This is an optimization exercise on Yosys and OpenROAD, whose aim is a short achievable clock period and few clock cycles per item, not a production implementation. Function was checked by simulation only, so behaviour that the tests miss may differ from the original. No activity file was given, so power comes from the tool's default toggle rates.

north:
// tile_top
module tile_top (
  input  logic         clk_i,
  input  logic         rst_n_i,
  input  logic [141:0] m_req_i,
  output logic [67:0]  m_rsp_o,
  output logic [70:0]  ext_req_o,
  input  logic [33:0]  ext_rsp_i
);
Size in the first run: about 7500 cells after synthesis, about 320 I/O pins.
==> module wb_bus_arbiter, before the edit <==
module wb_bus_arbiter (
  input  logic              clk_i,
  input  logic              rst_n_i,
  input  logic [1:0]        want_i,
  input  logic [71-1:0] req0_i,
  input  logic [71-1:0] req1_i,
  input  logic [34-1:0] ext_rsp_i,
  input  logic              ext_stb_i,
  input  logic              ext_cyc_i,
  output logic              busy0_o,
  output logic [71-1:0] ext_req_o
);
  logic        busy0_q;
  logic        grant0;
  logic        busy0_d;
  logic [68:0] xreq0_q;
  logic [68:0] xreq0_d;
  logic [68:0] pass1_q;
  assign grant0  = ~busy0_q & want_i[0] & ~want_i[1];
  assign busy0_d = grant0 | (busy0_q & ~(ext_rsp_i[33] | ext_rsp_i[32]));
  assign xreq0_d = grant0 ? req0_i[68:0] : (busy0_d ? xreq0_q : '0);
  always_ff @(posedge clk_i or negedge rst_n_i) begin
    if (!rst_n_i) begin
      busy0_q <= 1'b0;
      xreq0_q <= '0;
      pass1_q <= '1;
    end else begin
      busy0_q <= busy0_d;
      xreq0_q <= xreq0_d;
      pass1_q <= ~{69{busy0_d}} | xreq0_d;
    end
  end
  assign busy0_o   = busy0_q;
  assign ext_req_o[68:0] = (req1_i[68:0] & pass1_q) | xreq0_q;
  assign ext_req_o[70:69] = {ext_cyc_i, ext_stb_i};
endmodule
==> module tile_top, before the edit <==
module tile_top (
  input  logic         clk_i,
  input  logic         rst_n_i,
  input  logic [141:0] m_req_i,
  output logic [67:0]  m_rsp_o,
  output logic [70:0]  ext_req_o,
  input  logic [33:0]  ext_rsp_i
);
  logic [71-1:0] req    [2];
  logic [1:0]        stb;
  logic [1:0]        reg_mem;
  logic [1:0]        reg_ext;
  logic [1:0]        reg_boot;
  logic [1:0]        bad;
  logic [1:0]        rd_d;
  logic [1:0]        rd_q;
  logic [127:0]      mem_rnone [2];
  logic [31:0]       rom_rdata [2];
  logic [1:0]        ext_own;
  logic              busy0;
  logic              wr1;
  logic              wsel1;
  logic              wr0_d;
  logic              wr0_q;
  logic              err0_q;
  logic              ext_stb;
  logic              ext_cyc;
  assign req[0] = m_req_i[71-1:0];
  assign req[1] = m_req_i[2*71-1:71];
  assign ext_own = {~busy0, busy0};
  for (genvar m = 0; m < 2; m++) begin : g_port
    logic [31:0] one_d;
    logic [31:0] zero_d;
    logic [31:0] one_q;
    logic [31:0] zero_q;
    logic [3:0]  region;
    assign stb[m]      = req[m][70] & req[m][69];
    assign region      = req[m][63:60];
    assign reg_mem[m]  = (region == 4'h0);
    assign reg_ext[m]  = (region == 4'he);
    assign reg_boot[m] = (region == 4'hf);
    assign bad[m]      = ~(reg_mem[m] | reg_ext[m] | reg_boot[m]) | (reg_boot[m] & req[m][68]);
    assign rd_d[m] = stb[m] & (reg_mem[m] | reg_boot[m]) & ~req[m][68] & ~rd_q[m];
    wb_rdfin u_rdfin (
      .none_i   (mem_rnone[m]),
      .rd_n_i   (~rd_d[m]),
      .rd_mem_i (rd_d[m] & ~req[m][60]),
      .rom_i    (rom_rdata[m] & {32{rd_d[m] & req[m][60]}}),
      .one_d_o  (one_d),
      .zero_d_o (zero_d)
    );
    always_ff @(posedge clk_i or negedge rst_n_i) begin
      if (!rst_n_i) begin
        rd_q[m] <= 1'b0;
      end else begin
        rd_q[m] <= rd_d[m];
      end
    end
    always_ff @(posedge clk_i) begin
      one_q  <= one_d;
      zero_q <= zero_d;
    end
    for (genvar i = 0; i < 32; i++) begin : g_dat
      assign m_rsp_o[34*m + i] = ext_rsp_i[i] ? one_q[i] : zero_q[i];
    end
    wb_bootrom u_rom (
      .idx_i   (req[m][37:34]),
      .word_o  (rom_rdata[m])
    );
  end
  assign wsel1 = stb[1] & req[1][68];
  assign wr1   = wsel1 & reg_mem[1];
  assign wr0_d = stb[0] & reg_mem[0] & req[0][68] & ~wr0_q & ~wsel1;
  always_ff @(posedge clk_i or negedge rst_n_i) begin
    if (!rst_n_i) begin
      wr0_q  <= 1'b0;
      err0_q <= 1'b0;
    end else begin
      wr0_q  <= wr0_d;
      err0_q <= stb[0] & bad[0] & ~err0_q;
    end
  end
  assign m_rsp_o[33]         = rd_q[0] | wr0_q | (ext_own[0] & ext_rsp_i[33]);
  assign m_rsp_o[32]         = err0_q | (ext_own[0] & ext_rsp_i[32]);
  wb_bus u_dec1 (
    .cyc_i     (req[1][70]),
    .stb_i     (req[1][69]),
    .we_i      (req[1][68]),
    .region_i  (req[1][63:60]),
    .rd_q_i    (rd_q[1]),
    .own_i     (ext_own[1]),
    .ext_ack_i (ext_rsp_i[33]),
    .ext_err_i (ext_rsp_i[32]),
    .ack_o     (m_rsp_o[34+33]),
    .err_o     (m_rsp_o[34+32]),
    .ext_stb_o (ext_stb),
    .ext_cyc_o (ext_cyc)
  );
  logic [15:0] wsel0_q4;
  logic [15:0] wsel1_q4;
  for (genvar q = 0; q < 4; q++) begin : g_ben
    wb_ben u_ben0 (.sel_i(req[0][67:64]), .en_i(wr0_d), .ben_o(wsel0_q4[4*q +: 4]));
    wb_ben u_ben1 (.sel_i(req[1][67:64]), .en_i(wr1), .ben_o(wsel1_q4[4*q +: 4]));
  end
  wb_sram_sp u_ram (
    .clk_i    (clk_i),
    .wsel0_i  (wsel0_q4),
    .wsel1_i  (wsel1_q4),
    .widx0_i  (req[0][39:34]),
    .widx1_i  (req[1][39:34]),
    .wdat_i   (wsel1 ? req[1][31:0] : req[0][31:0]),
    .ridx0_i  (req[0][39:34]),
    .ridx1_i  (req[1][39:34]),
    .rnone0_o (mem_rnone[0]),
    .rnone1_o (mem_rnone[1])
  );
  wb_bus_arbiter u_ext (
    .clk_i       (clk_i),
    .rst_n_i     (rst_n_i),
    .want_i      (stb & reg_ext),
    .req0_i      (req[0]),
    .req1_i      (req[1]),
    .ext_rsp_i   (ext_rsp_i),
    .ext_stb_i   (ext_stb),
    .ext_cyc_i   (ext_cyc),
    .busy0_o     (busy0),
    .ext_req_o   (ext_req_o)
  );
endmodule
Settings: LEC_CHECK=0, CAP_MARGIN=20, CORE_MARGIN=2, CORE_UTILIZATION=30, GPL_ROUTABILITY_DRIVEN=0, PLACE_DENSITY=0.5, SETUP_SLACK_MARGIN=3.1, SLEW_MARGIN=20, SYNTH_HIERARCHICAL=1, SYNTH_MEMORY_MAX_BITS=16384; clock period 6.0 ns.
run.sh (not shown) runs the stock make flow with config.mk's settings and CLKGATE_MAP_FILE= SYNTH_SCRIPT=/design/flow/synth_recipe.tcl, a recipe that flattens the netlist after the stock synthesis.
Testbench counts of north, summed over its fixed seeds: cycles 5,741, items 4,800.
What south does differently from north at the input level:
diff --git a/flow/design.v b/flow/design.v
--- a/flow/design.v
+++ b/flow/design.v
@@ -30,11 +30,15 @@
       xreq0_q <= xreq0_d;
       pass1_q <= ~{69{busy0_d}} | xreq0_d;
     end
   end
   assign busy0_o   = busy0_q;
-  assign ext_req_o[68:0] = (req1_i[68:0] & pass1_q) | xreq0_q;
+  logic [68:0] pass1_n;
+  for (genvar i = 0; i < 69; i++) begin : g_out
+    wb_nand2 u_pass (.a_i(req1_i[i]), .b_i(pass1_q[i]), .y_o(pass1_n[i]));
+    wb_nand2 u_out  (.a_i(pass1_n[i]), .b_i(~xreq0_q[i]), .y_o(ext_req_o[i]));
+  end
   assign ext_req_o[70:69] = {ext_cyc_i, ext_stb_i};
 endmodule
 `timescale 1ns/1ps
 module wb_nor2 (
   input  logic a_i,
@@ -55,10 +59,18 @@
   input  logic       en_i,
   output logic [3:0] ben_o
 );
   assign ben_o = sel_i & {4{en_i}};
 endmodule
+module wb_mux2i (
+  input  logic s_i,
+  input  logic a0_i,
+  input  logic a1_i,
+  output logic y_o
+);
+  assign y_o = ~(s_i ? a1_i : a0_i);
+endmodule
 module wb_nand2b (
   input  logic a_n_i,
   input  logic b_i,
   output logic y_o
 );
@@ -325,12 +337,12 @@
   assign req[1] = m_req_i[2*71-1:71];
   assign ext_own = {~busy0, busy0};
   for (genvar m = 0; m < 2; m++) begin : g_port
     logic [31:0] one_d;
     logic [31:0] zero_d;
-    logic [31:0] one_q;
-    logic [31:0] zero_q;
+    logic [31:0] one_n_q;
+    logic [31:0] zero_n_q;
     logic [3:0]  region;
     assign stb[m]      = req[m][70] & req[m][69];
     assign region      = req[m][63:60];
     assign reg_mem[m]  = (region == 4'h0);
     assign reg_ext[m]  = (region == 4'he);
@@ -351,15 +363,16 @@
       end else begin
         rd_q[m] <= rd_d[m];
       end
     end
     always_ff @(posedge clk_i) begin
-      one_q  <= one_d;
-      zero_q <= zero_d;
+      one_n_q  <= ~one_d;
+      zero_n_q <= ~zero_d;
     end
     for (genvar i = 0; i < 32; i++) begin : g_dat
-      assign m_rsp_o[34*m + i] = ext_rsp_i[i] ? one_q[i] : zero_q[i];
+      wb_mux2i u_dat (.s_i(ext_rsp_i[i]), .a0_i(zero_n_q[i]), .a1_i(one_n_q[i]),
+                      .y_o(m_rsp_o[34*m + i]));
     end
     wb_bootrom u_rom (
       .idx_i   (req[m][37:34]),
       .word_o  (rom_rdata[m])
     );
--- outcome ---
- south does worse than north on worst hold slack after final layout.
- In south the total CTS buffers turned out 9.0% lower than in north.
- south ends up with higher half-perimeter wire length after placement than north does.
- The lower simple-gate share of the synthesized area of south and north is in north.
- Between south and north, shortest period the worst path allows is lower for north, south comes in above that.
- As far as flip-flop and latch count goes, south and north are indistinguishable; the numbers are identical.
- Total placed instance area went up slightly going from north to south.
- Delta (south minus north): first-pass GRT wire length higher; count of clock-buffer cells in the layout has decreased; peak clock frequency supported by timing lost 5.0%; slack of the critical path went down.
- Between south and north, the register share of total power is higher for south.
Testbench counts of south, summed over its fixed seeds: cycles 5,741, items 4,800.

## afterwards: timing with drivers on the ports
Ports are ideal in the flow. The routed layouts listed here were re-timed in OpenROAD. Step 1: set_driving_cell puts a clkbuf_16 on clk_i and a buf_2 on each other input, an assumption about the parent block. Step 2 times the ports against the registers' clock, not the clock port: input delays grow and output delays shrink by t, the midpoint of the rising clock arrivals with the driver on. Slacks: ideal ports / drivers / drivers and shift; pairs: ideal ports / drivers.
| run | t (ns) | slack for setup (ns) | clock arrival spread, ns | worst slew at a driven data input, ns |
|---|---|---|---|---|
| north | 1.008 | 2.865 / 2.774 / 1.775 | 0.077 / 0.078 | 0.48 |
| south | 1.048 | 2.701 / 2.602 / 1.841 | 0.109 / 0.109 | 0.35 |
After both steps setup and hold are still met in every run listed. The setup slack of north, which loses most, moves by -0.091 ns with the drivers and by -1.090 ns with both steps.
